Source: an optimization exercise on an open RTL-to-GDS flow (aim: small area and few clock cycles). Production flows keep margins and buffers that such runs may drop.
Function was checked by simulation only, so behaviour that the tests miss may differ from the original.

[flow/constraint.sdc]
create_clock -name core_clock -period 9.0 [get_ports {clk}]
set_input_delay 1.8000 -clock core_clock [delete_from_list [all_inputs] [get_ports {clk}]]
set_output_delay 1.8000 -clock core_clock [all_outputs]
set_load 0.01 [all_outputs]
[flow/flow/abc_area.script]
&get -n
&st
&dch
&nf
&st
&syn2
&if -g -K 6
&synch2
&nf
&st
&syn2
&if -g -K 6
&synch2
&nf
&st
&syn2
&if -g -K 6
&synch2
&nf
&st
&syn2
&if -g -K 6
&synch2
&nf
&st
&syn2
&if -g -K 6
&synch2
&nf
&put
topo
stime -c
dnsize -c
[flow/config.mk]
export PLATFORM = sky130hd
export DESIGN_NAME = marching_squares_top
export DESIGN_NICKNAME = marching_squares_top
export VERILOG_FILES = /design/flow/design.v
export SDC_FILE = /design/flow/constraint.sdc
export NUM_CORES = 4
export LEC_CHECK = 0
export CAP_MARGIN = 20
export CORE_MARGIN = 2
export CORE_UTILIZATION = 40
export SLEW_MARGIN = 20
[flow/design.v]
`default_nettype none
module marching_squares_top (
    input  wire        clk,
    input  wire        rst_n,
    input  wire        cell_valid,
    output wire        cell_stall,
    input  wire [79:0] cell_word,
    output wire        seg_valid,
    input  wire        seg_stall,
    output wire [36:0] seg,
    input  wire        psel,
    input  wire        penable,
    input  wire        pwrite,
    input  wire [3:0]  paddr,
    input  wire [31:0] pwdata,
    output wire [31:0] prdata,
    output wire        pready
);
    marching_squares_cell_segments u_core (
        .clk        (clk),
        .rst_n      (rst_n),
        .cell_valid (cell_valid),
        .cell_stall (cell_stall),
        .cell_word  (cell_word),
        .seg_valid  (seg_valid),
        .seg_stall  (seg_stall),
        .seg        (seg),
        .psel       (psel),
        .penable    (penable),
        .pwrite     (pwrite),
        .paddr      (paddr),
        .pwdata     (pwdata),
        .prdata     (prdata),
        .pready     (pready)
    );
endmodule
`default_nettype wire

`default_nettype none
package mscs_pkg;
    localparam int MAX_COLUMNS = 256;
    localparam int MAX_ROWS    = 256;
    localparam int SAMPLE_BITS = 16;
    localparam int COORD_BITS  = 8;
    localparam int COUNT_BITS  = 9;
    localparam int INDEX_BITS  = 17;
    localparam int ADDR_BITS   = 4;
    localparam int DATA_BITS   = 32;
    localparam logic [1:0] REG_THRESHOLD = 2'd0;
    localparam logic [1:0] REG_COLUMNS   = 2'd1;
    localparam logic [1:0] REG_ROWS      = 2'd2;
    typedef struct packed {
        logic [COORD_BITS-1:0]         cell_x;
        logic [COORD_BITS-1:0]         cell_y;
        logic signed [SAMPLE_BITS-1:0] top_left;
        logic signed [SAMPLE_BITS-1:0] top_right;
        logic signed [SAMPLE_BITS-1:0] bottom_right;
        logic signed [SAMPLE_BITS-1:0] bottom_left;
    } cell_t;
    typedef struct packed {
        logic                  first_is_vertex;
        logic [INDEX_BITS-1:0] first_index;
        logic                  second_is_vertex;
        logic [INDEX_BITS-1:0] second_index;
        logic                  last_of_cell;
    } segment_t;
    typedef struct packed {
        logic                  is_vertex;
        logic [INDEX_BITS-1:0] index;
    } endpoint_t;
    typedef struct packed {
        logic [1:0] count;
        segment_t   first;
        segment_t   second;
    } seg_pair_t;
endpackage
`default_nettype wire
`default_nettype none
module mscs_seg_calc (
    input  wire logic [mscs_pkg::COUNT_BITS-1:0]  cols,       
    input  wire logic [mscs_pkg::INDEX_BITS-1:0]  horiz,      
    input  wire logic [7:0]                       ma,         
    input  wire logic [8:0]                       mb,         
    input  wire logic [7:0]                       mc,         
    input  wire logic                             hmode,      
    input  wire logic [3:0]                       on,         
    input  wire logic [1:0]                       pe,         
    input  wire logic [1:0]                       qe,         
    input  wire logic                             last,
    output mscs_pkg::segment_t                    seg
);
    localparam int IW = mscs_pkg::INDEX_BITS;
    localparam logic [1:0] E_TOP    = 2'd0;
    localparam logic [1:0] E_RIGHT  = 2'd1;
    localparam logic [1:0] E_BOTTOM = 2'd2;
    localparam logic [1:0] E_LEFT   = 2'd3;
    function automatic logic [4:0] ep_ctl(input logic [1:0] e, input logic [3:0] o);
        logic ta, tb;
        logic v;
        logic [2:0] sel;
        logic cin;
        case (e)
            E_TOP:    begin ta = o[3]; tb = o[2]; end
            E_RIGHT:  begin ta = o[2]; tb = o[1]; end
            E_BOTTOM: begin ta = o[0]; tb = o[1]; end
            default:  begin ta = o[3]; tb = o[0]; end
        endcase
        v = ta ^ tb;
        case (e)
            E_TOP:    begin sel = v ? 3'd0 : 3'd3; cin = v ? tb : 1'b1; end
            E_RIGHT:  begin sel = v ? (tb ? 3'd1 : 3'd0) : 3'd2; cin = 1'b1; end
            E_BOTTOM: begin sel = v ? 3'd1 : 3'd4; cin = v & tb; end
            default:  begin sel = v ? (tb ? 3'd1 : 3'd0) : 3'd2; cin = 1'b0; end
        endcase
        ep_ctl = {v, sel, cin};
    endfunction
    function automatic logic [IW-1:0] offs(input logic [2:0] s, input logic [IW-1:0] c,
                                           input logic [IW-1:0] h, input logic [IW-1:0] n,
                                           input logic [IW-1:0] cn);
        case (s)
            3'd1:    offs = c;
            3'd2:    offs = h;
            3'd3:    offs = n;
            3'd4:    offs = cn;
            default: offs = '0;
        endcase
    endfunction
    function automatic logic [IW-1:0] c_minus_y1(input logic [8:0] c, input logic [7:0] y);
        logic [IW-1:0] a, b, s;
        logic          k;
        a = {8'h00, c};
        b = {9'h1ff, ~y};
        k = 1'b0;
        for (int i = 0; i < IW; i++)
        begin
            s[i] = a[i] ^ b[i] ^ k;
            k    = (a[i] & b[i]) | (a[i] & k) | (b[i] & k);
        end
        c_minus_y1 = s;
    endfunction
    logic [4:0]    pc, qc;
    logic [2:0]    psel;
    logic          pcin;
    logic [IW-1:0] ny, cny, cz;
    logic [IW-1:0] po, qo;
    assign pc   = ep_ctl(pe, on);
    assign qc   = ep_ctl(qe, on);
    assign psel = hmode ? 3'd4 : pc[3:1];
    assign pcin = hmode ? 1'b0 : pc[0];
    assign ny   = {9'h1ff, ~ma};
    assign cz   = {8'h00, cols};
    assign cny  = c_minus_y1(cols, ma);
    assign po   = offs(psel, cz, horiz, ny, cny);
    assign qo   = offs(qc[3:1], cz, horiz, ny, cny);
    mscs_idx u_idx (
        .a    (ma),
        .b    (mb),
        .c    (mc),
        .po   (po),
        .pcin (pcin),
        .qo   (qo),
        .qcin (qc[0]),
        .pi   (seg.first_index),
        .qi   (seg.second_index)
    );
    assign seg.first_is_vertex  = pc[4];
    assign seg.second_is_vertex = qc[4];
    assign seg.last_of_cell     = last;
endmodule
module mscs_idx (
    input  wire logic [7:0]  a,
    input  wire logic [8:0]  b,
    input  wire logic [7:0]  c,
    input  wire logic [16:0] po,
    input  wire logic        pcin,
    input  wire logic [16:0] qo,
    input  wire logic        qcin,
    output logic [16:0]      pi,
    output logic [16:0]      qi
);
    wire [8:0] pp0 = b & {9{a[0]}};
    wire [8:0] pp1 = b & {9{a[1]}};
    wire [8:0] pp2 = b & {9{a[2]}};
    wire [8:0] pp3 = b & {9{a[3]}};
    wire [8:0] pp4 = b & {9{a[4]}};
    wire [8:0] pp5 = b & {9{a[5]}};
    wire [8:0] pp6 = b & {9{a[6]}};
    wire [8:0] pp7 = b & {9{a[7]}};
    wire t1;
    wire t2;
    wire t3;
    wire t4;
    wire t5;
    wire t6;
    wire t7;
    wire t8;
    wire t9;
    wire t10;
    wire t11;
    wire t12;
    wire t13;
    wire t14;
    wire t15;
    wire t16;
    wire t17;
    wire t18;
    wire t19;
    wire t20;
    wire t21;
    wire t22;
    wire t23;
    wire t24;
    wire t25;
    wire t26;
    wire t27;
    wire t28;
    wire t29;
    wire t30;
    wire t31;
    wire t32;
    wire t33;
    wire t34;
    wire t35;
    wire t36;
    wire t37;
    wire t38;
    wire t39;
    wire t40;
    wire t41;
    wire t42;
    wire t43;
    wire t44;
    wire t45;
    wire t46;
    wire t47;
    wire t48;
    wire t49;
    wire t50;
    wire t51;
    wire t52;
    wire t53;
    wire t54;
    wire t55;
    wire t56;
    wire t57;
    wire t58;
    wire t59;
    wire t60;
    wire t61;
    wire t62;
    wire t63;
    wire t64;
    wire t65;
    wire t66;
    wire t67;
    wire t68;
    wire t69;
    wire t70;
    wire t71;
    wire t72;
    wire t73;
    wire t74;
    wire t75;
    wire t76;
    wire t77;
    wire t78;
    wire t79;
    wire t80;
    wire t81;
    wire t82;
    wire t83;
    wire t84;
    wire t85;
    wire t86;
    wire t87;
    wire t88;
    wire t89;
    wire t90;
    wire t91;
    wire t92;
    wire t93;
    wire t94;
    wire t95;
    wire t96;
    wire t97;
    wire t98;
    wire t99;
    wire t100;
    wire t101;
    wire t102;
    wire t103;
    wire t104;
    wire t105;
    wire t106;
    wire t107;
    wire t108;
    wire t109;
    wire t110;
    wire t111;
    wire t112;
    wire t113;
    wire t114;
    wire t115;
    wire t116;
    wire t117;
    wire t118;
    wire t119;
    wire t120;
    wire t121;
    wire t122;
    wire t123;
    wire t124;
    wire t125;
    wire t126;
    wire t127;
    wire t128;
    wire t129;
    wire t130;
    wire t131;
    wire t132;
    wire t133;
    wire t134;
    wire t135;
    wire t136;
    wire t137;
    wire t138;
    wire t139;
    wire t140;
    wire t141;
    wire t142;
    wire t143;
    wire t144;
    wire t145;
    wire t146;
    wire t147;
    wire t148;
    wire t149;
    wire t150;
    wire t151;
    wire t152;
    wire t153;
    wire t154;
    wire t155;
    wire t156;
    wire t157;
    wire t158;
    wire t159;
    wire t160;
    wire t161;
    wire t162;
    wire t163;
    wire t164;
    wire t165;
    wire t166;
    wire t167;
    wire t168;
    wire t169;
    wire t170;
    wire t171;
    wire t172;
    wire t173;
    wire t174;
    wire t175;
    wire t176;
    wire t177;
    wire t178;
    wire t179;
    wire t180;
    wire t181;
    wire t182;
    wire t183;
    wire t184;
    wire t185;
    wire t186;
    wire t187;
    wire t188;
    wire t189;
    wire t190;
    wire t191;
    wire t192;
    wire t193;
    wire t194;
    wire t195;
    wire t196;
    wire t197;
    wire t198;
    wire t199;
    wire t200;
    wire t201;
    wire t202;
    wire t203;
    wire t204;
    wire t205;
    wire t206;
    wire t207;
    wire t208;
    wire t209;
    wire t210;
    wire t211;
    wire t212;
    wire t213;
    wire t214;
    wire t215;
    wire t216;
    wire t217;
    wire t218;
    wire t219;
    wire t220;
    wire t221;
    wire t222;
    wire t223;
    wire t224;
    wire t225;
    wire t226;
    wire t227;
    wire t228;
    wire t229;
    wire t230;
    wire t231;
    wire t232;
    wire t233;
    wire t234;
    wire t235;
    wire t236;
    wire t237;
    wire t238;
    wire t239;
    wire t240;
    wire t241;
    wire t242;
    wire t243;
    wire t244;
    wire t245;
    wire t246;
    wire t247;
    wire t248;
    wire t249;
    wire t250;
    wire t251;
    wire t252;
    wire t253;
    wire t254;
    wire t255;
    wire t256;
    wire t257;
    wire t258;
    wire t259;
    wire t260;
    wire t261;
    wire t262;
    wire t263;
    wire t264;
    wire t265;
    wire t266;
    wire t267;
    wire t268;
    wire t269;
    wire t270;
    wire t271;
    wire t272;
    wire t273;
    wire t274;
    wire t275;
    wire t276;
    wire t277;
    wire t278;
    wire t279;
    wire t280;
    wire t281;
    wire t282;
    wire t283;
    wire t284;
    wire t285;
    wire t286;
    wire t287;
    wire t288;
    wire t289;
    wire t290;
    wire t291;
    wire t292;
    wire t293;
    wire t294;
    wire t295;
    wire t296;
    wire t297;
    wire t298;
    wire t299;
    wire t300;
    wire t301;
    wire t302;
    wire t303;
    wire t304;
    wire t305;
    wire t306;
    wire t307;
    wire t308;
    wire t309;
    wire t310;
    wire t311;
    wire t312;
    assign t1 = pp0[5] ^ pp1[4];
    assign t2 = pp0[5] & pp1[4];
    assign t3 = pp0[6] ^ pp1[5] ^ pp2[4];
    assign t4 = (pp0[6] & pp1[5]) | (pp0[6] & pp2[4]) | (pp1[5] & pp2[4]);
    assign t5 = pp3[3] ^ pp4[2];
    assign t6 = pp3[3] & pp4[2];
    assign t7 = pp0[7] ^ pp1[6] ^ pp2[5];
    assign t8 = (pp0[7] & pp1[6]) | (pp0[7] & pp2[5]) | (pp1[6] & pp2[5]);
    assign t9 = pp3[4] ^ pp4[3] ^ pp5[2];
    assign t10 = (pp3[4] & pp4[3]) | (pp3[4] & pp5[2]) | (pp4[3] & pp5[2]);
    assign t11 = pp6[1] ^ pp7[0];
    assign t12 = pp6[1] & pp7[0];
    assign t13 = pp0[8] ^ pp1[7] ^ pp2[6];
    assign t14 = (pp0[8] & pp1[7]) | (pp0[8] & pp2[6]) | (pp1[7] & pp2[6]);
    assign t15 = pp3[5] ^ pp4[4] ^ pp5[3];
    assign t16 = (pp3[5] & pp4[4]) | (pp3[5] & pp5[3]) | (pp4[4] & pp5[3]);
    assign t17 = pp6[2] ^ pp7[1];
    assign t18 = pp6[2] & pp7[1];
    assign t19 = pp1[8] ^ pp2[7] ^ pp3[6];
    assign t20 = (pp1[8] & pp2[7]) | (pp1[8] & pp3[6]) | (pp2[7] & pp3[6]);
    assign t21 = pp4[5] ^ pp5[4] ^ pp6[3];
    assign t22 = (pp4[5] & pp5[4]) | (pp4[5] & pp6[3]) | (pp5[4] & pp6[3]);
    assign t23 = pp2[8] ^ pp3[7] ^ pp4[6];
    assign t24 = (pp2[8] & pp3[7]) | (pp2[8] & pp4[6]) | (pp3[7] & pp4[6]);
    assign t25 = pp0[3] ^ pp1[2];
    assign t26 = pp0[3] & pp1[2];
    assign t27 = pp0[4] ^ pp1[3] ^ pp2[2];
    assign t28 = (pp0[4] & pp1[3]) | (pp0[4] & pp2[2]) | (pp1[3] & pp2[2]);
    assign t29 = pp3[1] ^ pp4[0];
    assign t30 = pp3[1] & pp4[0];
    assign t31 = t1 ^ pp2[3] ^ pp3[2];
    assign t32 = (t1 & pp2[3]) | (t1 & pp3[2]) | (pp2[3] & pp3[2]);
    assign t33 = pp4[1] ^ pp5[0] ^ c[5];
    assign t34 = (pp4[1] & pp5[0]) | (pp4[1] & c[5]) | (pp5[0] & c[5]);
    assign t35 = t2 ^ t3 ^ t5;
    assign t36 = (t2 & t3) | (t2 & t5) | (t3 & t5);
    assign t37 = pp5[1] ^ pp6[0] ^ c[6];
    assign t38 = (pp5[1] & pp6[0]) | (pp5[1] & c[6]) | (pp6[0] & c[6]);
    assign t39 = t4 ^ t6 ^ t7;
    assign t40 = (t4 & t6) | (t4 & t7) | (t6 & t7);
    assign t41 = t9 ^ t11 ^ c[7];
    assign t42 = (t9 & t11) | (t9 & c[7]) | (t11 & c[7]);
    assign t43 = t8 ^ t10 ^ t12;
    assign t44 = (t8 & t10) | (t8 & t12) | (t10 & t12);
    assign t45 = t13 ^ t15 ^ t17;
    assign t46 = (t13 & t15) | (t13 & t17) | (t15 & t17);
    assign t47 = t14 ^ t16 ^ t18;
    assign t48 = (t14 & t16) | (t14 & t18) | (t16 & t18);
    assign t49 = t19 ^ t21 ^ pp7[2];
    assign t50 = (t19 & t21) | (t19 & pp7[2]) | (t21 & pp7[2]);
    assign t51 = t20 ^ t22 ^ t23;
    assign t52 = (t20 & t22) | (t20 & t23) | (t22 & t23);
    assign t53 = pp5[5] ^ pp6[4] ^ pp7[3];
    assign t54 = (pp5[5] & pp6[4]) | (pp5[5] & pp7[3]) | (pp6[4] & pp7[3]);
    assign t55 = t24 ^ pp3[8] ^ pp4[7];
    assign t56 = (t24 & pp3[8]) | (t24 & pp4[7]) | (pp3[8] & pp4[7]);
    assign t57 = pp5[6] ^ pp6[5] ^ pp7[4];
    assign t58 = (pp5[6] & pp6[5]) | (pp5[6] & pp7[4]) | (pp6[5] & pp7[4]);
    assign t59 = pp4[8] ^ pp5[7] ^ pp6[6];
    assign t60 = (pp4[8] & pp5[7]) | (pp4[8] & pp6[6]) | (pp5[7] & pp6[6]);
    assign t61 = pp0[2] ^ pp1[1];
    assign t62 = pp0[2] & pp1[1];
    assign t63 = t25 ^ pp2[1] ^ pp3[0];
    assign t64 = (t25 & pp2[1]) | (t25 & pp3[0]) | (pp2[1] & pp3[0]);
    assign t65 = t26 ^ t27 ^ t29;
    assign t66 = (t26 & t27) | (t26 & t29) | (t27 & t29);
    assign t67 = t28 ^ t30 ^ t31;
    assign t68 = (t28 & t30) | (t28 & t31) | (t30 & t31);
    assign t69 = t32 ^ t34 ^ t35;
    assign t70 = (t32 & t34) | (t32 & t35) | (t34 & t35);
    assign t71 = t36 ^ t38 ^ t39;
    assign t72 = (t36 & t38) | (t36 & t39) | (t38 & t39);
    assign t73 = t40 ^ t42 ^ t43;
    assign t74 = (t40 & t42) | (t40 & t43) | (t42 & t43);
    assign t75 = t44 ^ t46 ^ t47;
    assign t76 = (t44 & t46) | (t44 & t47) | (t46 & t47);
    assign t77 = t48 ^ t50 ^ t51;
    assign t78 = (t48 & t50) | (t48 & t51) | (t50 & t51);
    assign t79 = t52 ^ t54 ^ t55;
    assign t80 = (t52 & t54) | (t52 & t55) | (t54 & t55);
    assign t81 = t56 ^ t58 ^ t59;
    assign t82 = (t56 & t58) | (t56 & t59) | (t58 & t59);
    assign t83 = t60 ^ pp5[8] ^ pp6[7];
    assign t84 = (t60 & pp5[8]) | (t60 & pp6[7]) | (pp5[8] & pp6[7]);
    assign t85 = pp0[1] ^ pp1[0];
    assign t86 = pp0[1] & pp1[0];
    assign t87 = t61 ^ pp2[0] ^ c[2];
    assign t88 = (t61 & pp2[0]) | (t61 & c[2]) | (pp2[0] & c[2]);
    assign t89 = t62 ^ t63 ^ c[3];
    assign t90 = (t62 & t63) | (t62 & c[3]) | (t63 & c[3]);
    assign t91 = t64 ^ t65 ^ c[4];
    assign t92 = (t64 & t65) | (t64 & c[4]) | (t65 & c[4]);
    assign t93 = t66 ^ t67 ^ t33;
    assign t94 = (t66 & t67) | (t66 & t33) | (t67 & t33);
    assign t95 = t68 ^ t69 ^ t37;
    assign t96 = (t68 & t69) | (t68 & t37) | (t69 & t37);
    assign t97 = t70 ^ t71 ^ t41;
    assign t98 = (t70 & t71) | (t70 & t41) | (t71 & t41);
    assign t99 = t72 ^ t73 ^ t45;
    assign t100 = (t72 & t73) | (t72 & t45) | (t73 & t45);
    assign t101 = t74 ^ t75 ^ t49;
    assign t102 = (t74 & t75) | (t74 & t49) | (t75 & t49);
    assign t103 = t76 ^ t77 ^ t53;
    assign t104 = (t76 & t77) | (t76 & t53) | (t77 & t53);
    assign t105 = t78 ^ t79 ^ t57;
    assign t106 = (t78 & t79) | (t78 & t57) | (t79 & t57);
    assign t107 = t80 ^ t81 ^ pp7[5];
    assign t108 = (t80 & t81) | (t80 & pp7[5]) | (t81 & pp7[5]);
    assign t109 = t82 ^ t83 ^ pp7[6];
    assign t110 = (t82 & t83) | (t82 & pp7[6]) | (t83 & pp7[6]);
    assign t111 = t84 ^ pp6[8] ^ pp7[7];
    assign t112 = (t84 & pp6[8]) | (t84 & pp7[7]) | (pp6[8] & pp7[7]);
    assign t113 = pp0[0] ^ c[0];
    assign t114 = pp0[0] & c[0];
    assign t115 = t85 ^ c[1] ^ po[1];
    assign t116 = (t85 & c[1]) | (t85 & po[1]) | (c[1] & po[1]);
    assign t117 = t86 ^ t87 ^ po[2];
    assign t118 = (t86 & t87) | (t86 & po[2]) | (t87 & po[2]);
    assign t119 = t88 ^ t89 ^ po[3];
    assign t120 = (t88 & t89) | (t88 & po[3]) | (t89 & po[3]);
    assign t121 = t90 ^ t91 ^ po[4];
    assign t122 = (t90 & t91) | (t90 & po[4]) | (t91 & po[4]);
    assign t123 = t92 ^ t93 ^ po[5];
    assign t124 = (t92 & t93) | (t92 & po[5]) | (t93 & po[5]);
    assign t125 = t94 ^ t95 ^ po[6];
    assign t126 = (t94 & t95) | (t94 & po[6]) | (t95 & po[6]);
    assign t127 = t96 ^ t97 ^ po[7];
    assign t128 = (t96 & t97) | (t96 & po[7]) | (t97 & po[7]);
    assign t129 = t98 ^ t99 ^ po[8];
    assign t130 = (t98 & t99) | (t98 & po[8]) | (t99 & po[8]);
    assign t131 = t100 ^ t101 ^ po[9];
    assign t132 = (t100 & t101) | (t100 & po[9]) | (t101 & po[9]);
    assign t133 = t102 ^ t103 ^ po[10];
    assign t134 = (t102 & t103) | (t102 & po[10]) | (t103 & po[10]);
    assign t135 = t104 ^ t105 ^ po[11];
    assign t136 = (t104 & t105) | (t104 & po[11]) | (t105 & po[11]);
    assign t137 = t106 ^ t107 ^ po[12];
    assign t138 = (t106 & t107) | (t106 & po[12]) | (t107 & po[12]);
    assign t139 = t108 ^ t109 ^ po[13];
    assign t140 = (t108 & t109) | (t108 & po[13]) | (t109 & po[13]);
    assign t141 = t110 ^ t111 ^ po[14];
    assign t142 = (t110 & t111) | (t110 & po[14]) | (t111 & po[14]);
    assign t143 = t112 ^ pp7[8] ^ po[15];
    assign t144 = (t112 & pp7[8]) | (t112 & po[15]) | (pp7[8] & po[15]);
    assign t145 = t113 ^ po[0] ^ pcin;
    assign t146 = (t113 & po[0]) | (t113 & pcin) | (po[0] & pcin);
    assign t147 = t114 ^ t115 ^ t146;
    assign t148 = (t114 & t115) | (t114 & t146) | (t115 & t146);
    assign t149 = t116 ^ t117 ^ t148;
    assign t150 = (t116 & t117) | (t116 & t148) | (t117 & t148);
    assign t151 = t118 ^ t119 ^ t150;
    assign t152 = (t118 & t119) | (t118 & t150) | (t119 & t150);
    assign t153 = t120 ^ t121 ^ t152;
    assign t154 = (t120 & t121) | (t120 & t152) | (t121 & t152);
    assign t155 = t122 ^ t123 ^ t154;
    assign t156 = (t122 & t123) | (t122 & t154) | (t123 & t154);
    assign t157 = t124 ^ t125 ^ 1'b0;
    assign t158 = (t124 & t125) | (t124 & 1'b0) | (t125 & 1'b0);
    assign t159 = t126 ^ t127 ^ t158;
    assign t160 = (t126 & t127) | (t126 & t158) | (t127 & t158);
    assign t161 = t128 ^ t129 ^ t160;
    assign t162 = (t128 & t129) | (t128 & t160) | (t129 & t160);
    assign t163 = t130 ^ t131 ^ t162;
    assign t164 = (t130 & t131) | (t130 & t162) | (t131 & t162);
    assign t165 = t132 ^ t133 ^ t164;
    assign t166 = (t132 & t133) | (t132 & t164) | (t133 & t164);
    assign t167 = t134 ^ t135 ^ t166;
    assign t168 = (t134 & t135) | (t134 & t166) | (t135 & t166);
    assign t169 = t124 ^ t125 ^ 1'b1;
    assign t170 = (t124 & t125) | (t124 & 1'b1) | (t125 & 1'b1);
    assign t171 = t126 ^ t127 ^ t170;
    assign t172 = (t126 & t127) | (t126 & t170) | (t127 & t170);
    assign t173 = t128 ^ t129 ^ t172;
    assign t174 = (t128 & t129) | (t128 & t172) | (t129 & t172);
    assign t175 = t130 ^ t131 ^ t174;
    assign t176 = (t130 & t131) | (t130 & t174) | (t131 & t174);
    assign t177 = t132 ^ t133 ^ t176;
    assign t178 = (t132 & t133) | (t132 & t176) | (t133 & t176);
    assign t179 = t134 ^ t135 ^ t178;
    assign t180 = (t134 & t135) | (t134 & t178) | (t135 & t178);
    assign t181 = t156 ? t169 : t157;
    assign t182 = t156 ? t171 : t159;
    assign t183 = t156 ? t173 : t161;
    assign t184 = t156 ? t175 : t163;
    assign t185 = t156 ? t177 : t165;
    assign t186 = t156 ? t179 : t167;
    assign t187 = t156 ? t180 : t168;
    assign t188 = t136 ^ t137 ^ 1'b0;
    assign t189 = (t136 & t137) | (t136 & 1'b0) | (t137 & 1'b0);
    assign t190 = t138 ^ t139 ^ t189;
    assign t191 = (t138 & t139) | (t138 & t189) | (t139 & t189);
    assign t192 = t140 ^ t141 ^ t191;
    assign t193 = (t140 & t141) | (t140 & t191) | (t141 & t191);
    assign t194 = t142 ^ t143 ^ t193;
    assign t195 = (t142 & t143) | (t142 & t193) | (t143 & t193);
    assign t196 = t144 ^ po[16] ^ t195;
    assign t197 = (t144 & po[16]) | (t144 & t195) | (po[16] & t195);
    assign t198 = t136 ^ t137 ^ 1'b1;
    assign t199 = (t136 & t137) | (t136 & 1'b1) | (t137 & 1'b1);
    assign t200 = t138 ^ t139 ^ t199;
    assign t201 = (t138 & t139) | (t138 & t199) | (t139 & t199);
    assign t202 = t140 ^ t141 ^ t201;
    assign t203 = (t140 & t141) | (t140 & t201) | (t141 & t201);
    assign t204 = t142 ^ t143 ^ t203;
    assign t205 = (t142 & t143) | (t142 & t203) | (t143 & t203);
    assign t206 = t144 ^ po[16] ^ t205;
    assign t207 = (t144 & po[16]) | (t144 & t205) | (po[16] & t205);
    assign t208 = t187 ? t198 : t188;
    assign t209 = t187 ? t200 : t190;
    assign t210 = t187 ? t202 : t192;
    assign t211 = t187 ? t204 : t194;
    assign t212 = t187 ? t206 : t196;
    assign t213 = pp0[0] ^ c[0];
    assign t214 = pp0[0] & c[0];
    assign t215 = t85 ^ c[1] ^ qo[1];
    assign t216 = (t85 & c[1]) | (t85 & qo[1]) | (c[1] & qo[1]);
    assign t217 = t86 ^ t87 ^ qo[2];
    assign t218 = (t86 & t87) | (t86 & qo[2]) | (t87 & qo[2]);
    assign t219 = t88 ^ t89 ^ qo[3];
    assign t220 = (t88 & t89) | (t88 & qo[3]) | (t89 & qo[3]);
    assign t221 = t90 ^ t91 ^ qo[4];
    assign t222 = (t90 & t91) | (t90 & qo[4]) | (t91 & qo[4]);
    assign t223 = t92 ^ t93 ^ qo[5];
    assign t224 = (t92 & t93) | (t92 & qo[5]) | (t93 & qo[5]);
    assign t225 = t94 ^ t95 ^ qo[6];
    assign t226 = (t94 & t95) | (t94 & qo[6]) | (t95 & qo[6]);
    assign t227 = t96 ^ t97 ^ qo[7];
    assign t228 = (t96 & t97) | (t96 & qo[7]) | (t97 & qo[7]);
    assign t229 = t98 ^ t99 ^ qo[8];
    assign t230 = (t98 & t99) | (t98 & qo[8]) | (t99 & qo[8]);
    assign t231 = t100 ^ t101 ^ qo[9];
    assign t232 = (t100 & t101) | (t100 & qo[9]) | (t101 & qo[9]);
    assign t233 = t102 ^ t103 ^ qo[10];
    assign t234 = (t102 & t103) | (t102 & qo[10]) | (t103 & qo[10]);
    assign t235 = t104 ^ t105 ^ qo[11];
    assign t236 = (t104 & t105) | (t104 & qo[11]) | (t105 & qo[11]);
    assign t237 = t106 ^ t107 ^ qo[12];
    assign t238 = (t106 & t107) | (t106 & qo[12]) | (t107 & qo[12]);
    assign t239 = t108 ^ t109 ^ qo[13];
    assign t240 = (t108 & t109) | (t108 & qo[13]) | (t109 & qo[13]);
    assign t241 = t110 ^ t111 ^ qo[14];
    assign t242 = (t110 & t111) | (t110 & qo[14]) | (t111 & qo[14]);
    assign t243 = t112 ^ pp7[8] ^ qo[15];
    assign t244 = (t112 & pp7[8]) | (t112 & qo[15]) | (pp7[8] & qo[15]);
    assign t245 = t213 ^ qo[0] ^ qcin;
    assign t246 = (t213 & qo[0]) | (t213 & qcin) | (qo[0] & qcin);
    assign t247 = t214 ^ t215 ^ t246;
    assign t248 = (t214 & t215) | (t214 & t246) | (t215 & t246);
    assign t249 = t216 ^ t217 ^ t248;
    assign t250 = (t216 & t217) | (t216 & t248) | (t217 & t248);
    assign t251 = t218 ^ t219 ^ t250;
    assign t252 = (t218 & t219) | (t218 & t250) | (t219 & t250);
    assign t253 = t220 ^ t221 ^ t252;
    assign t254 = (t220 & t221) | (t220 & t252) | (t221 & t252);
    assign t255 = t222 ^ t223 ^ t254;
    assign t256 = (t222 & t223) | (t222 & t254) | (t223 & t254);
    assign t257 = t224 ^ t225 ^ 1'b0;
    assign t258 = (t224 & t225) | (t224 & 1'b0) | (t225 & 1'b0);
    assign t259 = t226 ^ t227 ^ t258;
    assign t260 = (t226 & t227) | (t226 & t258) | (t227 & t258);
    assign t261 = t228 ^ t229 ^ t260;
    assign t262 = (t228 & t229) | (t228 & t260) | (t229 & t260);
    assign t263 = t230 ^ t231 ^ t262;
    assign t264 = (t230 & t231) | (t230 & t262) | (t231 & t262);
    assign t265 = t232 ^ t233 ^ t264;
    assign t266 = (t232 & t233) | (t232 & t264) | (t233 & t264);
    assign t267 = t234 ^ t235 ^ t266;
    assign t268 = (t234 & t235) | (t234 & t266) | (t235 & t266);
    assign t269 = t224 ^ t225 ^ 1'b1;
    assign t270 = (t224 & t225) | (t224 & 1'b1) | (t225 & 1'b1);
    assign t271 = t226 ^ t227 ^ t270;
    assign t272 = (t226 & t227) | (t226 & t270) | (t227 & t270);
    assign t273 = t228 ^ t229 ^ t272;
    assign t274 = (t228 & t229) | (t228 & t272) | (t229 & t272);
    assign t275 = t230 ^ t231 ^ t274;
    assign t276 = (t230 & t231) | (t230 & t274) | (t231 & t274);
    assign t277 = t232 ^ t233 ^ t276;
    assign t278 = (t232 & t233) | (t232 & t276) | (t233 & t276);
    assign t279 = t234 ^ t235 ^ t278;
    assign t280 = (t234 & t235) | (t234 & t278) | (t235 & t278);
    assign t281 = t256 ? t269 : t257;
    assign t282 = t256 ? t271 : t259;
    assign t283 = t256 ? t273 : t261;
    assign t284 = t256 ? t275 : t263;
    assign t285 = t256 ? t277 : t265;
    assign t286 = t256 ? t279 : t267;
    assign t287 = t256 ? t280 : t268;
    assign t288 = t236 ^ t237 ^ 1'b0;
    assign t289 = (t236 & t237) | (t236 & 1'b0) | (t237 & 1'b0);
    assign t290 = t238 ^ t239 ^ t289;
    assign t291 = (t238 & t239) | (t238 & t289) | (t239 & t289);
    assign t292 = t240 ^ t241 ^ t291;
    assign t293 = (t240 & t241) | (t240 & t291) | (t241 & t291);
    assign t294 = t242 ^ t243 ^ t293;
    assign t295 = (t242 & t243) | (t242 & t293) | (t243 & t293);
    assign t296 = t244 ^ qo[16] ^ t295;
    assign t297 = (t244 & qo[16]) | (t244 & t295) | (qo[16] & t295);
    assign t298 = t236 ^ t237 ^ 1'b1;
    assign t299 = (t236 & t237) | (t236 & 1'b1) | (t237 & 1'b1);
    assign t300 = t238 ^ t239 ^ t299;
    assign t301 = (t238 & t239) | (t238 & t299) | (t239 & t299);
    assign t302 = t240 ^ t241 ^ t301;
    assign t303 = (t240 & t241) | (t240 & t301) | (t241 & t301);
    assign t304 = t242 ^ t243 ^ t303;
    assign t305 = (t242 & t243) | (t242 & t303) | (t243 & t303);
    assign t306 = t244 ^ qo[16] ^ t305;
    assign t307 = (t244 & qo[16]) | (t244 & t305) | (qo[16] & t305);
    assign t308 = t287 ? t298 : t288;
    assign t309 = t287 ? t300 : t290;
    assign t310 = t287 ? t302 : t292;
    assign t311 = t287 ? t304 : t294;
    assign t312 = t287 ? t306 : t296;
    assign pi = {t212, t211, t210, t209, t208, t186, t185, t184, t183, t182, t181, t155, t153, t151, t149, t147, t145};
    assign qi = {t312, t311, t310, t309, t308, t286, t285, t284, t283, t282, t281, t255, t253, t251, t249, t247, t245};
endmodule
`default_nettype wire
`default_nettype none
module marching_squares_cell_segments (
    input  wire logic                            clk,
    input  wire logic                            rst_n,
    input  wire logic                            cell_valid,
    output logic                                 cell_stall,
    input  wire mscs_pkg::cell_t                 cell_word,
    output logic                                 seg_valid,
    input  wire logic                            seg_stall,
    output mscs_pkg::segment_t                   seg,
    input  wire logic                            psel,
    input  wire logic                            penable,
    input  wire logic                            pwrite,
    input  wire logic [mscs_pkg::ADDR_BITS-1:0]  paddr,
    input  wire logic [mscs_pkg::DATA_BITS-1:0]  pwdata,
    output logic [mscs_pkg::DATA_BITS-1:0]       prdata,
    output logic                                 pready
);
    localparam int CW = mscs_pkg::COUNT_BITS;
    localparam int SW = mscs_pkg::SAMPLE_BITS;
    localparam int IW = mscs_pkg::INDEX_BITS;
    localparam logic [1:0] E_TOP    = 2'd0;
    localparam logic [1:0] E_RIGHT  = 2'd1;
    localparam logic [1:0] E_BOTTOM = 2'd2;
    localparam logic [1:0] E_LEFT   = 2'd3;
    function automatic logic ge16(input logic [15:0] a, input logic [15:0] t);
        logic c;
        c = 1'b1;
        for (int i = 0; i < 16; i++)
            c = t[i] ? a[i] : c;
        ge16 = c;
    endfunction
    function automatic logic ge8(input logic [7:0] a, input logic [7:0] b);
        logic c;
        c = 1'b1;
        for (int i = 0; i < 8; i++)
            c = (a[i] & ~b[i]) | ((a[i] | ~b[i]) & c);
        ge8 = c;
    endfunction
    function automatic logic [7:0] sub8(input logic [7:0] v, input logic [7:0] k);
        logic [7:0] d;
        logic       b;
        b = 1'b0;
        for (int i = 0; i < 8; i++)
        begin
            d[i] = v[i] ^ k[i] ^ b;
            b    = (~v[i] & k[i]) | (~v[i] & b) | (k[i] & b);
        end
        sub8 = d;
    endfunction
    function automatic logic [7:0] clamp_minus(input logic [CW-1:0] v, input logic lo,
                                               input logic hi, input logic [7:0] k);
        if (lo)
            clamp_minus = 8'd2 - k;
        else if (hi)
            clamp_minus = 8'd0 - k;
        else
            clamp_minus = sub8(v[7:0], k);
    endfunction
    logic [SW-1:0]        thr_reg;
    logic [CW-1:0]        cols_raw_reg;
    logic [CW-1:0]        rows_raw_reg;
    logic                 cols_lo_reg, cols_hi_reg;
    logic                 rows_lo, rows_hi;
    logic [IW-1:0]        horiz_reg;
    logic [CW-1:0]        cols_c;
    logic [7:0]           cols_m2;
    logic [7:0]           rows_m1;
    logic [7:0]           rows_m2;
    logic                 wd_lo, wd_hi;
    logic                 cfg_wr;
    logic                 grid_wr;
    logic                 grid_wr_reg;
    assign pready  = 1'b1;
    assign cfg_wr  = psel && penable && pwrite;
    assign grid_wr = cfg_wr && ((paddr[3:2] == mscs_pkg::REG_COLUMNS) ||
                                (paddr[3:2] == mscs_pkg::REG_ROWS));
    assign wd_lo   = pwdata[8:1] == 8'd0;
    assign wd_hi   = pwdata[8] && (pwdata[7:0] != 8'd0);
    assign rows_lo = rows_raw_reg[8:1] == 8'd0;
    assign rows_hi = rows_raw_reg[8] && (rows_raw_reg[7:0] != 8'd0);
    assign cols_c  = cols_lo_reg ? CW'(2) : (cols_hi_reg ? CW'(256) : cols_raw_reg);
    assign cols_m2 = clamp_minus(cols_raw_reg, cols_lo_reg, cols_hi_reg, 8'd2);
    assign rows_m1 = clamp_minus(rows_raw_reg, rows_lo, rows_hi, 8'd1);
    assign rows_m2 = clamp_minus(rows_raw_reg, rows_lo, rows_hi, 8'd2);
    always_ff @(posedge clk or negedge rst_n)
    begin
        if (!rst_n)
            grid_wr_reg <= 1'b0;
        else
            grid_wr_reg <= grid_wr;
    end
    always_ff @(posedge clk or negedge rst_n)
    begin
        if (!rst_n)
        begin
            thr_reg      <= '0;
            cols_raw_reg <= CW'(mscs_pkg::MAX_COLUMNS);
            rows_raw_reg <= CW'(mscs_pkg::MAX_ROWS);
            cols_lo_reg  <= 1'b0;
            cols_hi_reg  <= 1'b0;
        end
        else if (cfg_wr)
        begin
            unique case (paddr[3:2])
                mscs_pkg::REG_THRESHOLD:
                begin
                    thr_reg <= pwdata[SW-1:0];
                end
                mscs_pkg::REG_COLUMNS:
                begin
                    cols_raw_reg <= pwdata[CW-1:0];
                    cols_lo_reg  <= wd_lo;
                    cols_hi_reg  <= wd_hi;
                end
                mscs_pkg::REG_ROWS:
                begin
                    rows_raw_reg <= pwdata[CW-1:0];
                end
                default:
                begin
                end
            endcase
        end
    end
    always_comb
    begin
        unique case (paddr[3:2])
            mscs_pkg::REG_THRESHOLD: prdata = mscs_pkg::DATA_BITS'(thr_reg);
            mscs_pkg::REG_COLUMNS:   prdata = mscs_pkg::DATA_BITS'(cols_raw_reg);
            mscs_pkg::REG_ROWS:      prdata = mscs_pkg::DATA_BITS'(rows_raw_reg);
            default:                 prdata = '0;
        endcase
    end
    logic [SW-1:0] u_tl, u_tr, u_br, u_bl, u_thr;
    logic [3:0]    code;
    logic [3:0]    on_cell;
    logic          high;
    logic          in_grid;
    logic          flip;
    logic          has_seg;
    logic          saddle;
    logic [1:0]    pe_cell;
    logic [1:0]    qe_cell;
    assign u_tl  = cell_word.top_left     ^ 16'h8000;
    assign u_tr  = cell_word.top_right    ^ 16'h8000;
    assign u_br  = cell_word.bottom_right ^ 16'h8000;
    assign u_bl  = cell_word.bottom_left  ^ 16'h8000;
    assign u_thr = thr_reg ^ 16'h8000;
    logic [SW-1:0] t_tl, t_tr, t_br, t_bl;
    assign t_tl    = cell_word.top_left     ^ thr_reg;
    assign t_tr    = cell_word.top_right    ^ thr_reg;
    assign t_br    = cell_word.bottom_right ^ thr_reg;
    assign t_bl    = cell_word.bottom_left  ^ thr_reg;
    assign code    = {ge16(u_tl, t_tl), ge16(u_tr, t_tr), ge16(u_br, t_br), ge16(u_bl, t_bl)};
    assign on_cell = {t_tl == '0, t_tr == '0, t_br == '0, t_bl == '0};
    logic [18:0] s1, c1, s2, c2, s3, c3, nt;
    logic        hc;
    assign nt = {1'b0, ~u_thr, 2'b11};
    assign s1 = {3'b000, u_tl ^ u_tr ^ u_br};
    assign c1 = {2'b00, (u_tl & u_tr) | (u_tl & u_br) | (u_tr & u_br), 1'b0};
    assign s2 = s1 ^ c1 ^ {3'b000, u_bl};
    assign c2 = {(s1[17:0] & c1[17:0]) | (s1[17:0] & {2'b00, u_bl}) | (c1[17:0] & {2'b00, u_bl}), 1'b0};
    assign s3 = s2 ^ c2 ^ nt;
    assign c3 = {(s2[17:0] & c2[17:0]) | (s2[17:0] & nt[17:0]) | (c2[17:0] & nt[17:0]), 1'b0};
    always_comb
    begin
        hc = 1'b1;
        for (int i = 0; i < 18; i++)
            hc = (s3[i] & c3[i]) | (s3[i] & hc) | (c3[i] & hc);
        high = s3[18] ^ c3[18] ^ hc;
    end
    assign in_grid = ge8(cols_m2, cell_word.cell_x) && ge8(rows_m2, cell_word.cell_y);
    assign saddle  = (code == 4'd5) || (code == 4'd10);
    assign has_seg = in_grid && (code != 4'd0) && (code != 4'd15);
    assign flip    = high != (code == 4'd5);
    always_comb
    begin
        case (code)
            4'd1, 4'd14: begin pe_cell = E_LEFT;   qe_cell = E_BOTTOM; end
            4'd2, 4'd13: begin pe_cell = E_BOTTOM; qe_cell = E_RIGHT;  end
            4'd3, 4'd12: begin pe_cell = E_LEFT;   qe_cell = E_RIGHT;  end
            4'd4, 4'd11: begin pe_cell = E_TOP;    qe_cell = E_RIGHT;  end
            4'd6, 4'd9:  begin pe_cell = E_TOP;    qe_cell = E_BOTTOM; end
            4'd7, 4'd8:  begin pe_cell = E_LEFT;   qe_cell = E_TOP;    end
            default:     begin pe_cell = E_LEFT;   qe_cell = flip ? E_BOTTOM : E_TOP; end
        endcase
    end
    logic          d_valid_reg;
    logic [7:0]    d_x_reg;
    logic [7:0]    d_y_reg;
    logic [3:0]    d_on_reg;
    logic [1:0]    d_pe_reg;
    logic [1:0]    d_qe_reg;
    logic          d_pend_reg;      
    logic          d_top2_reg;      
    logic deliver;
    logic free;
    logic load;
    assign deliver    = d_valid_reg && !seg_stall;
    assign free       = !d_valid_reg || (deliver && !d_pend_reg);
    assign cell_stall = !free || grid_wr_reg;
    assign load       = cell_valid && has_seg && !cell_stall;
    always_ff @(posedge clk or negedge rst_n)
    begin
        if (!rst_n)
            d_valid_reg <= 1'b0;
        else if (free)
            d_valid_reg <= load;
    end
    always_ff @(posedge clk)
    begin
        if (load)
        begin
            d_x_reg <= cell_word.cell_x;
            d_y_reg <= cell_word.cell_y;
        end
        else if (free)
        begin
            d_x_reg <= 8'd0;
            d_y_reg <= rows_m1;
        end
    end
    always_ff @(posedge clk)
    begin
        if (load)
        begin
            d_on_reg   <= on_cell;
            d_pe_reg   <= pe_cell;
            d_qe_reg   <= qe_cell;
            d_pend_reg <= saddle;
            d_top2_reg <= flip;
        end
        else if (deliver && d_pend_reg)
        begin
            d_pe_reg   <= d_top2_reg ? E_TOP : E_BOTTOM;
            d_qe_reg   <= E_RIGHT;
            d_pend_reg <= 1'b0;
        end
    end
    mscs_seg_calc u_calc (
        .cols   (cols_c),
        .horiz  (horiz_reg),
        .ma     (d_y_reg),
        .mb     (cols_c),
        .mc     (d_x_reg),
        .hmode  (!d_valid_reg),
        .on     (d_on_reg),
        .pe     (d_pe_reg),
        .qe     (d_qe_reg),
        .last   (!d_pend_reg),
        .seg    (seg)
    );
    always_ff @(posedge clk)
    begin
        if (!d_valid_reg)
            horiz_reg <= seg.first_index;
    end
    assign seg_valid = d_valid_reg;
endmodule
`default_nettype wire
[flow/flow/run.sh]
#!/bin/bash
# The standard layout with three changes:
#  - synthesis maps logic with flow/abc_area.script, ORFS's speed script without
#    its blanket buffering and up-sizing (timing is repaired later in the flow);
#    everything else in synthesis, registers included, is the standard script
#  - plain buf_1 cells as the port buffers
#  - a clock tree of clkbuf_8 cells, larger sink clusters, no dummy loads
set -uo pipefail
W=$(pwd)
sed "s#^source \$::env(SCRIPTS_DIR)/synth_preamble.tcl\$#source \$::env(SCRIPTS_DIR)/synth_preamble.tcl\nset abc_args [lreplace \$abc_args 1 1 $W/flow/abc_area.script]#" \
    "$FLOW_HOME/scripts/synth.tcl" > "$W/my_synth_core.tcl"
sed "s#source \$::env(SCRIPTS_DIR)/synth.tcl#source $W/my_synth_core.tcl#" synth_recipe.tcl > "$W/my_synth.tcl"
sed "s#SYNTH_SCRIPT=[^ ]*#SYNTH_SCRIPT=$W/my_synth.tcl#" standard.sh > "$W/my_standard.sh"
export BUFFER_PORTS_ARGS="-buffer_cell sky130_fd_sc_hd__buf_1"
export CTS_ARGS="-sink_clustering_enable -repair_clock_nets -buf_list sky130_fd_sc_hd__clkbuf_8 -root_buf sky130_fd_sc_hd__clkbuf_8 -dont_use_dummy_load -sink_clustering_size 30"
bash "$W/my_standard.sh" > standard.log 2>&1
[flow/standard.sh]
#!/bin/bash
# synth_recipe.tcl (not shown) runs the flow's synth.tcl, then flattens the netlist and writes it again
# the make line also repeats each setting of config.mk as NAME=value (left out here)
make -C /OpenROAD-flow-scripts/flow DESIGN_CONFIG=/design/flow/config.mk WORK_HOME=/design/flow/orfs CLKGATE_MAP_FILE= SYNTH_SCRIPT=/design/flow/synth_recipe.tcl "${@:-finish}"
==> metrics.yaml, run 1 <==
status: "timing/DRC/antenna clean"
syn_avg_cell_area_um2: 9.33
cts.path.max_buffers: 2
clk_pin_slew_ns: 0.11
drtAntennaViolNets: 0
htreeDepth: 3
rr_worst_depth: 25
path_buf_inv: 5
num_vias: 10095
critical_path_cell_count: 26
io_pins: 195
finalNetCount: 1795
grt_pass1_wl_um: 54900
ys_seq_area_frac: 0.190
die_h_um: 176
cts_root_buf: "clkbuf_8"
grt_pass1_vias: 10114
ctsHoldBuffers: 0
cp_max_fo: 4
dieArea_um2: 30900
critical_path_required_ns: 7.20
portBuffers: 159
areaGrowthSynthToFinish_pct: 12.0
rows: 62
worstSetupPathType: "flip-flop to output port"
cts_tree: "built"
largest_reg_flops: 17
yosys_warnings: 2
dr.pass1.iters: 6
path_delay_family: "adder cells"
numClockSinks: 81
syn_area_um2: 11800
start_util: 0.409
max_slew.worst_pin.slew_ns: 1.02
max-slew-margin-rel: 0.304
grt_start_max_net_pins: 39
place_area_um2: 12900
max_cap_viol_count: 0
slowest_delay_ns: 0.53
drv_slew: 0
crit_top_cell: "buf_4"
finalHoldViolCount: 0
synthCells: 1265
gr-total-overflow: 0
antenna_cells: 0
synthDistinctLibCells: 69
synth_edf_count: 43
setup-tns-final_ns: 0
place_congestion: 1.01
remaining_drc_errors: 0
track_usage: 0.231
finalInstanceArea_um2: 13200
skew_ns: 0.0340
r2r_slack_ns: 2.38
ys_async_sr_fraction: 0.469
cts_made_buffers: 9
wl_per_cell_um: 19.1
antenna_found_initial: 0
fin_crit_ns: 8.68
hold_path.class: "flip-flop to flip-flop"
vias_per_cell: 5.51
die_w_um: 176
cp_slowest_cell: "or4_4"
startpoint_type: "flip-flop"
max_freq_mhz: 115
ys.flop_type: "edfxtp_1"
synth_seq_cells: 81
drive_gt1_frac: 0.0691
totalWireLength_um: 35100
setup_viol: 0
cp-end-kind: "output port"
drt_iter0_drc: 722
core_area_um2: 28900
clk_latency_ns: 0.39
crit_arrival_ns: 6.88
period_share: 0.964
whs_path_depth: 1
dpl.hpwl_um: 29000
## final timing paths
kind	startpoint	endpoint
max	u_core.d_pe_reg[0]	seg[33]
min	u_core.rows_raw_reg[2]	u_core.rows_raw_reg[2]
max reg2reg	u_core.d_pe_reg[0]	u_core.horiz_reg[16]
min reg2reg	u_core.rows_raw_reg[2]	u_core.rows_raw_reg[2]
max in group asynchronous	rst_n	u_core.cols_hi_reg
min in group asynchronous	rst_n	u_core.thr_reg[13]
## Yosys cell counts, types with 5 or more instances
cell       number  share of area
nor2b_1        23          0.012
o221ai_1        7         0.0052
and3_1         25          0.013
fa_1          143           0.24
a31oi_1         9         0.0048
xor2_1         13         0.0096
nor3_1         19         0.0081
nor3b_1         5         0.0032
o21a_1          6         0.0038
dfrtp_1        36          0.076
and2_0         25          0.013
a21o_1         19          0.012
or3_1           6         0.0032
edfxtp_1       43           0.11
o22ai_1        15         0.0079
a2111oi_0       7         0.0052
o211ai_1        9         0.0057
ha_1           79          0.084
or2_0           7         0.0037
xnor2_1        23          0.017
mux2_1         42          0.040
nand2_1        66          0.021
nor4_1         11         0.0058
maj3_1          8         0.0068
nand3_1        16         0.0068
a21oi_1        50          0.021
a221oi_1        6         0.0045
a211oi_1       14         0.0089
nor2_1         93          0.030
nand2b_1       33          0.017
o2111ai_1       5         0.0037
o21bai_1        7         0.0045
a222oi_1       11         0.0093
clkinv_1      210          0.067
o21ai_0        36          0.015
a22oi_1        17          0.011
buf_4          52          0.033
## per-stage QoR
step / setup WS, ns / hold slack [ns] / util / cells
global placement: 0.0978 / 0.534 / 0.447 / 1817
CTS: 0.00422 / 0.579 / 0.453 / 1826
finish: 0.320 / 0.577 / 0.458 / 1832
floorplan: 0.160 / 0.507 / - / 1280
global route: -0.0176 / 0.590 / 0.458 / 1832
detailed placement: -0.0323 / 0.552 / 0.447 / 1817
## what timing repair did
item / CTS / global route
resized for setup: 13 / 30
pin swaps: 0 / 6
endpoints found under the setup margin: 7 / 8
buffers inserted: 0 / 6
## cells by family (layout without fill, tap and decap cells)
kind of cell    Yosys count  in the layout  share of synthesized area
other cells               2             17                   0.000636
flops                    81             81                      0.190
buf+inv                 262            430                     0.0998
xor+xnor                 36             36                     0.0267
simple gates            347            347                      0.150
compound gates          264            264                      0.159
mux                      43             43                     0.0409
fa+ha+maj               230            230                      0.333
## routing by layer
metal  vias to the layer above  routed length [um]  track usage  share of wire
met5                         -                   0            0              0
met4                         0                 839       0.0671          0.024
met3                        58                2040       0.0329          0.058
met2                       337               17200        0.401           0.49
met1                      5009               15000        0.299           0.43
li1                       4691                   -            -              -
## layout make-up
class                   count  area, um2
fillers                  2891      15600
multi-input cells         937       8590
flip-flops and latches     81       2250
repair buffers            211        993
inverters                 210        788
well taps                 384        480
clock buffers               9        124
## cells in the final DEF (no fill, tap or decap), drive strengths merged, types with 17 or more instances in the layout
cell | netlist | layout
o21ai | 36 | 36
ha | 79 | 79
and2 | 25 | 25
and3 | 25 | 25
edfxtp | 43 | 43
a22oi | 17 | 17
a21o | 19 | 19
nand2 | 66 | 66
conb | 2 | 17
buf | 52 | 209
nor2b | 23 | 23
a21oi | 50 | 50
dfrtp | 36 | 36
nor2 | 93 | 93
nand2b | 33 | 33
fa | 143 | 143
clkinv | 210 | 208
mux2 | 42 | 42
nor3 | 19 | 19
xnor2 | 23 | 23
Testbench counts, summed over its fixed seeds: cycles 10,644.
==> run 2: changes to the inputs <==
--- a/flow/flow/run.sh
+++ b/flow/flow/run.sh
@@ -1,6 +1,6 @@
 #!/bin/bash
 # The standard layout with three changes:
-#  - synthesis maps logic with flow/abc_area.script, ORFS's speed script without
-#    its blanket buffering and up-sizing (timing is repaired later in the flow);
+#  - synthesis maps logic with flow/abc_area.script (area-oriented mapping);
+#    timing is repaired later in the flow by OpenROAD;
 #    everything else in synthesis, registers included, is the standard script
 #  - plain buf_1 cells as the port buffers
==> flow/flow/abc_area.script (replaced) <==
strash
dch
amap
topo
stime -c
==> metrics.yaml, run 2 <==
period_share: 1.02  # +0.0590
syn_avg_cell_area_um2: 8.49  # -9.0%
synthCells: 1281  # +1.3%
clk_pin_slew_ns: 0.08  # -0.03 ns
synth_seq_cells: 81  # unchanged
cts_tree: "built"
grt_pass1_vias: 9881  # -2.3%
wl_per_cell_um: 17.5  # -8.4%
antenna_found_initial: 0  # unchanged
slowest_delay_ns: 0.42  # -0.11 ns
max_slew.worst_pin.slew_ns: 1.05  # +0.0350 ns
ys.flop_type: "edfxtp_1"
synthDistinctLibCells: 42  # -39%
track_usage: 0.230  # -0.000507
vias_per_cell: 5.30  # -3.8%
rr_worst_depth: 42  # +68%
cp-end-kind: "output port"
cts.path.max_buffers: 2  # unchanged
worstSetupPathType: "flip-flop to output port"
ff_latch_area_um2: 2250  # unchanged
final_cell_mix: "clkinv_1 (258), nor2_1 (181), buf_1 (150)"
critical_path_cell_count: 41  # +58%
path_buf_inv: 17  # +12
yosys.area.top_type: "fa_1"
setup_viol: 4  # +4
dr.pass1.iters: 5  # -1
rsz0062_at_grt: "yes"
cp_max_fo: 6  # +2
whs_path_depth: 2  # +1
remaining_drc_errors: 0  # unchanged
start_util: 0.406  # -0.00338
areaGrowthSynthToFinish_pct: 18.2
ctsHoldBuffers: 0  # unchanged
fin_crit_ns: 9.21  # +0.531 ns
die_h_um: 169  # -3.9%
final_cells: 1843  # +0.60%
drt_iter0_drc: 440  # -39%
max_cap_viol_count: 0  # unchanged
cp_slowest_cell: "fa_2"
synth_edf_count: 43  # unchanged
synth_top_area_frac: 0.263  # +0.0208
synth_area_leaders: "fa_1 (26%), edfxtp_1 (12%), clkinv_1 (9.3%), ha_1 (9.1%), dfrtp_1 (8.3%)"
skew_ns: 0.0380  # +0.00402 ns
ys_seq_area_frac: 0.206  # +0.0163
grt_pass1_wl_um: 51400  # -6.4%
core_area_um2: 26800  # -7.1%
status: "failed layout checks"
numClockSinks: 81  # unchanged
yosys_warnings: 2  # unchanged
num_vias: 9774  # -3.2%
finalNetCount: 1849  # +3.0%
cts_made_buffers: 9  # unchanged
drive_gt1_frac: 0.128  # +0.0594
io_pins: 195  # unchanged
path_delay_family: "adder cells"
max_freq_mhz: 109  # -5.8%
crit_arrival_ns: 7.41  # +0.53 ns
max-slew-margin-rel: 0.289  # -0.0151
rows: 60  # -3.2%
antenna_cells: 0  # unchanged
finalHoldViolCount: 0  # unchanged
setup-tns-final_ns: -0.445  # -0.445 ns
die_w_um: 169  # -3.9%
htreeDepth: 3  # unchanged
dpl.hpwl_um: 26100  # -10%
yosys-top-cells-count: "clkinv_1 (268), nor2_1 (199), fa_1 (143)"
dp.cells: 1804  # -0.72%
startpoint_type: "flip-flop"
dieArea_um2: 28500  # -7.7%
largest_reg_flops: 17  # unchanged
drtAntennaViolNets: 0  # unchanged
multi_input_comb_area_um2: 7720  # -10%
layout_commonest_cell: "clkinv_1"
critical_path_required_ns: 7.20  # about the same
grt_start_max_net_pins: 39  # unchanged
place_congestion: 0.937  # -7.0%
ys_async_sr_fraction: 0.469  # unchanged
fin_hold_ws_ns: 0.496  # -0.0807 ns
nFillCells: 2683  # -7.2%
fin_util: 0.479  # +0.0213
portBuffers: 159  # unchanged
synth.most_common_cell: "clkinv_1"
hold_path.class: "flip-flop to flip-flop"
totalWireLength_um: 32300  # -7.9%
drv_slew: 0  # unchanged
crit_top_cell: "buf_4"
cts_root_buf: "clkbuf_8"
so_faults: "setup timing"
syn_area_um2: 10900  # -7.9%
setup_slack_ns: -0.211  # -0.531 ns
gr-total-overflow: 0  # unchanged
clk_latency_ns: 0.39  # about the same
-- run 2: cell count changes in the layout (fill, tap and decap cells not counted), moves of 25 or more --
cell      delta
clkinv_1    +50
nor2_1      +88
buf_4       +30
a21oi_1     -32
o22ai_1     +54
o21ai_0     +47
nand2_1     +40
and2_0      -25
mux2_1      -42
and3_1      -25
nand2b_1    -31
-- run 2: worst min-delay path, stage by stage (launching register included) --
cell,delay (ns)
dfstp_2,0.39
clkinv_1,0.04
o21ai_0,0.07
-- run 2: per-stage QoR --
stage	worst slack (ns)	area [um2]
after detailed placement	-0.359	12000
final	-0.211	12800
after global placement	-0.255	12000
after floorplan	0.0240	10900
after global routing	-0.532	12800
after CTS	-0.321	12600
-- run 2: path summary, 6_finish.rpt --
path | startpoint | to | slack (ns)
hold reg to reg | u_core.cols_raw_reg[8] | u_core.cols_raw_reg[8] | 0.50
hold / removal | u_core.cols_raw_reg[8] | u_core.cols_raw_reg[8] | 0.50
min in group asynchronous | rst_n | u_core.thr_reg[3] | 1.51
setup reg to reg | u_core.d_pe_reg[0] | u_core.horiz_reg[15] | 1.80
setup / recovery | u_core.d_pe_reg[0] | seg[30] | -0.21
max in group asynchronous | rst_n | u_core.cols_lo_reg | 6.83
-- run 2: cell families (layout without fill, tap and decap cells) --
family / count (synthesis) / count (layout) / share of synthesized area
buffers and inverters: 320 / 526 / 0.128
other: 2 / 17 / 0.000691
adder cells (fa/ha/maj): 222 / 222 / 0.354
flip-flops: 81 / 81 / 0.206
AO/OA/AOI/OAI: 286 / 286 / 0.168
AND/OR/NAND/NOR: 370 / 370 / 0.142
-- run 2: timing repair --
item                                    CTS  global route
endpoints found under the setup margin   10            10
gates resized for setup                  70            63
pin swaps                                37            37
buffers inserted                         25            10
-- run 2: metal layers --
metal / vias up / GRT usage / share of wire
met5: - / 0 / 0
met4: 0 / 0.0738 / 0.030
met3: 65 / 0.0372 / 0.059
met2: 343 / 0.406 / 0.50
met1: 4725 / 0.289 / 0.41
li1: 4641 / - / -
-- run 2: final cells by class --
| type | instances | area share |
|---|---|---|
| clock buffers | 9 | 0.00964 |
| inverters | 268 | 0.0791 |
| well taps | 341 | 0.0332 |
| multi-input cells | 895 | 0.601 |
| flip-flops and latches | 81 | 0.175 |
| repair buffers | 249 | 0.103 |
==> run 3: changes to the inputs <==
==> flow/flow/abc_area.script (replaced) <==
&get -n
&st
&syn2
&dch
&nf -a
&put
topo
stime -c
==> metrics.yaml, run 3 <==
dieArea_um2: 28700  # +0.79%
ys_seq_area_frac: 0.205  # -0.00165
ys_async_sr_fraction: 0.469  # unchanged
setup_slack_ns: 0.265  # +0.476 ns
numClockSinks: 81  # unchanged
drv_slew: 0  # unchanged
final_cell_mix: "clkinv_1 (200), buf_1 (154), fa_1 (128)"
die_h_um: 170  # +0.39%
critical_path_required_ns: 7.20  # about the same
synth_area_leaders: "fa_1 (26%), edfxtp_1 (12%), ha_1 (9.0%), dfrtp_1 (8.2%), clkinv_1 (7.0%)"
cts_tree: "built"
synthCells: 1162  # -9.3%
setup_viol: 0  # -4
grt_pass1_wl_um: 49900  # -3.0%
clk_pin_slew_ns: 0.10  # +0.02 ns
htreeDepth: 3  # unchanged
ys.flop_type: "edfxtp_1"
worstSetupPathType: "flip-flop to output port"
synth_top_area_frac: 0.261  # -0.00210
cts_made_buffers: 9  # unchanged
syn_area_um2: 11000  # +0.81%
yosys_warnings: 2  # unchanged
status: "timing/DRC/antenna clean"
slowest_delay_ns: 0.45  # +0.03 ns
rows: 60  # unchanged
dp.cells: 1695  # -6.0%
gr-total-overflow: 0  # unchanged
rsz0062_at_grt: "yes"
io_pins: 195  # unchanged
path_delay_family: "adder cells"
skew_ns: 0.0200  # -0.0181 ns
clk_latency_ns: 0.38  # about the same
multi_input_comb_area_um2: 7920  # +2.7%
m1WireLength_um: 13300  # about the same
finalNetCount: 1725  # -6.7%
yosys.area.top_type: "fa_1"
die_w_um: 170  # +0.39%
synthDistinctLibCells: 53  # +26%
num_vias: 9269  # -5.2%
dpl.hpwl_um: 25900  # -0.79%
wl_per_cell_um: 18.3  # +4.6%
nFillCells: 2650  # -1.2%
place_congestion: 0.937  # about the same
largest_reg_flops: 17  # unchanged
layout_commonest_cell: "clkinv_1"
ff_latch_area_um2: 2240  # about the same
startpoint_type: "flip-flop"
ctsHoldBuffers: 0  # unchanged
portBuffers: 159  # unchanged
path_buf_inv: 3  # -14
areaGrowthSynthToFinish_pct: 16.2
start_util: 0.407  # +0.000990
met2_length_um: 15600  # -3.4%
cts.path.max_buffers: 2  # unchanged
top_layer_used: "met4"
yosys-top-cells-count: "clkinv_1 (205), fa_1 (143), nor2_1 (101)"
cp_slowest_cell: "fa_1"
dp_slack_ns: -0.0823  # +0.277 ns
max_slew.worst_pin.slew_ns: 1.02  # -0.0302 ns
synth.most_common_cell: "clkinv_1"
max_freq_mhz: 114  # +5.5%
synth_edf_count: 43  # unchanged
synth_seq_cells: 81  # unchanged
max-slew-margin-rel: 0.317  # +0.0277
drtAntennaViolNets: 0  # unchanged
cp_max_fo: 4  # -2
remaining_drc_errors: 0  # unchanged
fin_crit_ns: 8.73  # -0.476 ns
hold_path.class: "flip-flop to flip-flop"
vias_per_cell: 5.39  # +1.6%
final_cells: 1720  # -6.7%
core_area_um2: 27000  # +0.56%
cts_root_buf: "clkbuf_8"
drt_iter0_drc: 510  # +16%
wl_met3_um: 1700  # -11%
drive_gt1_frac: 0.122  # -0.00658
grt_pass1_vias: 9538  # -3.5%
max_cap_viol_count: 0  # unchanged
crit_arrival_ns: 6.93  # -0.48 ns
syn_avg_cell_area_um2: 9.43  # +11%
cp-end-kind: "output port"
antenna_found_initial: 1  # +1
totalWireLength_um: 31500  # -2.4%
grt_start_max_net_pins: 39  # unchanged
track_usage: 0.224  # -0.00629
finalHoldViolCount: 0  # unchanged
period_share: 0.971  # -0.0529
dr.pass1.iters: 6  # +1
crit_top_cell: "fa_2"
## run 3: cell types whose count changed in the layout (fill, tap and decap cells not counted), moves of 13 or more
cell | previous run | this run
clkinv_1 | 258 | 200
o22ai_1 | 69 | 20
mux2_1 | 0 | 14
a21oi_1 | 17 | 54
o21ai_0 | 78 | 27
o22a_1 | 6 | 22
xnor2_1 | 0 | 17
and3_1 | 0 | 23
nor2_1 | 181 | 97
a21o_1 | 0 | 18
and2_0 | 0 | 15
nor2_2 | 16 | 3
nand2_1 | 106 | 55
## run 3: kinds of logic after synthesis
kind of cell | share of synthesized area
xor gates and xnor gates | 0.0232
AOI/OAI and AO/OA | 0.170
DFF | 0.205
other | 0.000685
and+or+nand+nor | 0.120
adders and majority gates | 0.359
muxes | 0.0171
buffers and inverters | 0.106
## run 3: per-layer routing
metal | global-route usage | vias up
li1 | - | 4332
met1 | 0.291 | 4564
met2 | 0.385 | 309
met3 | 0.0278 | 64
met4 | 0.0803 | 0
met5 | 0 | -
## run 3: worst paths after layout
path | from | to | slack (ns) | cells after the start
setup / recovery | u_core.d_pe_reg[0] | seg[35] | 0.27 | 29
hold / removal | u_core.cols_raw_reg[1] | u_core.cols_raw_reg[1] | 0.58 | 2
setup reg to reg | u_core.d_pe_reg[0] | u_core.horiz_reg[15] | 2.36 | 28
hold reg to reg | u_core.cols_raw_reg[1] | u_core.cols_raw_reg[1] | 0.58 | 2
max in group asynchronous | rst_n | u_core.thr_reg[6] | 6.85 | 1
min in group asynchronous | rst_n | u_core.thr_reg[14] | 1.54 | 1
## run 3: worst register-to-register path: cells and delay by family, from the launching register on
| kind | cells | cell delay, ns |
|---|---|---|
| adder cells (fa/ha/maj) | 8 | 2.95 |
| AO/OA/AOI/OAI | 10 | 1.43 |
| multiplexers | 1 | 0.27 |
| buffers and inverters | 3 | 0.39 |
| flip-flops | 1 | 0.37 |
| AND/OR/NAND/NOR | 5 | 0.82 |
| XOR/XNOR | 1 | 0.14 |
## run 3: cell type report
type,count,area share
timing repair buffer,244,0.0980
clock buffer,9,0.00972
sequential,81,0.176
antenna,1,0.000196
inverter,205,0.0607
tap,341,0.0335
multi-input combinational,839,0.622
## run 3: per-stage QoR
step	cell area, um2	utilization	hold slack [ns]	setup TNS (ns)
floorplan	11000	-	0.507	-0.0286
detailed placement	12200	0.453	0.569	-0.192
finish	12700	0.473	0.585	0
CTS	12500	0.462	0.585	0
global placement	12200	0.453	0.572	0
global route	12700	0.473	0.619	-0.153
## run 3: timing repair
action	4_1_cts	5_1_grt
pin swaps	14	44
endpoints found under the setup margin	8	7
setup buffers	5	10
hold endpoints to repair	0	0
gates cloned	0	0
resized for setup	29	62

## re-timing with driven ports
In the flow no input, the clock included, has a driving cell. The finished layouts below were timed again as built, in two steps. Step 1: set_driving_cell puts a clkbuf_16 on clk and a buf_2 on each other input, an assumption about the parent block. Step 2 moves the port delays by t, midway between the first and last clock arrival at a register: inputs arrive t later, outputs are due t later. That takes back most of the time a late clock gives input paths. a / b / c = no drivers / after step 1 / after step 2; a / b = the first two.
| run | t, ns | slack for setup (ns) | hold slack, ns | worst register clock-pin slew, ns | pins driven straight from the clock port |
|---|---|---|---|---|---|
| run 1 | 0.415 | 0.320 / 0.274 / 0.689 | 0.577 / 0.577 / 0.577 | 0.11 / 0.11 | 1 |
| run 2 | 0.420 | -0.211 / -0.256 / 0.164 | 0.496 / 0.496 / 0.496 | 0.11 / 0.11 | 1 |
| run 3 | 0.413 | 0.265 / 0.225 / 0.638 | 0.585 / 0.585 / 0.585 | 0.10 / 0.10 | 1 |
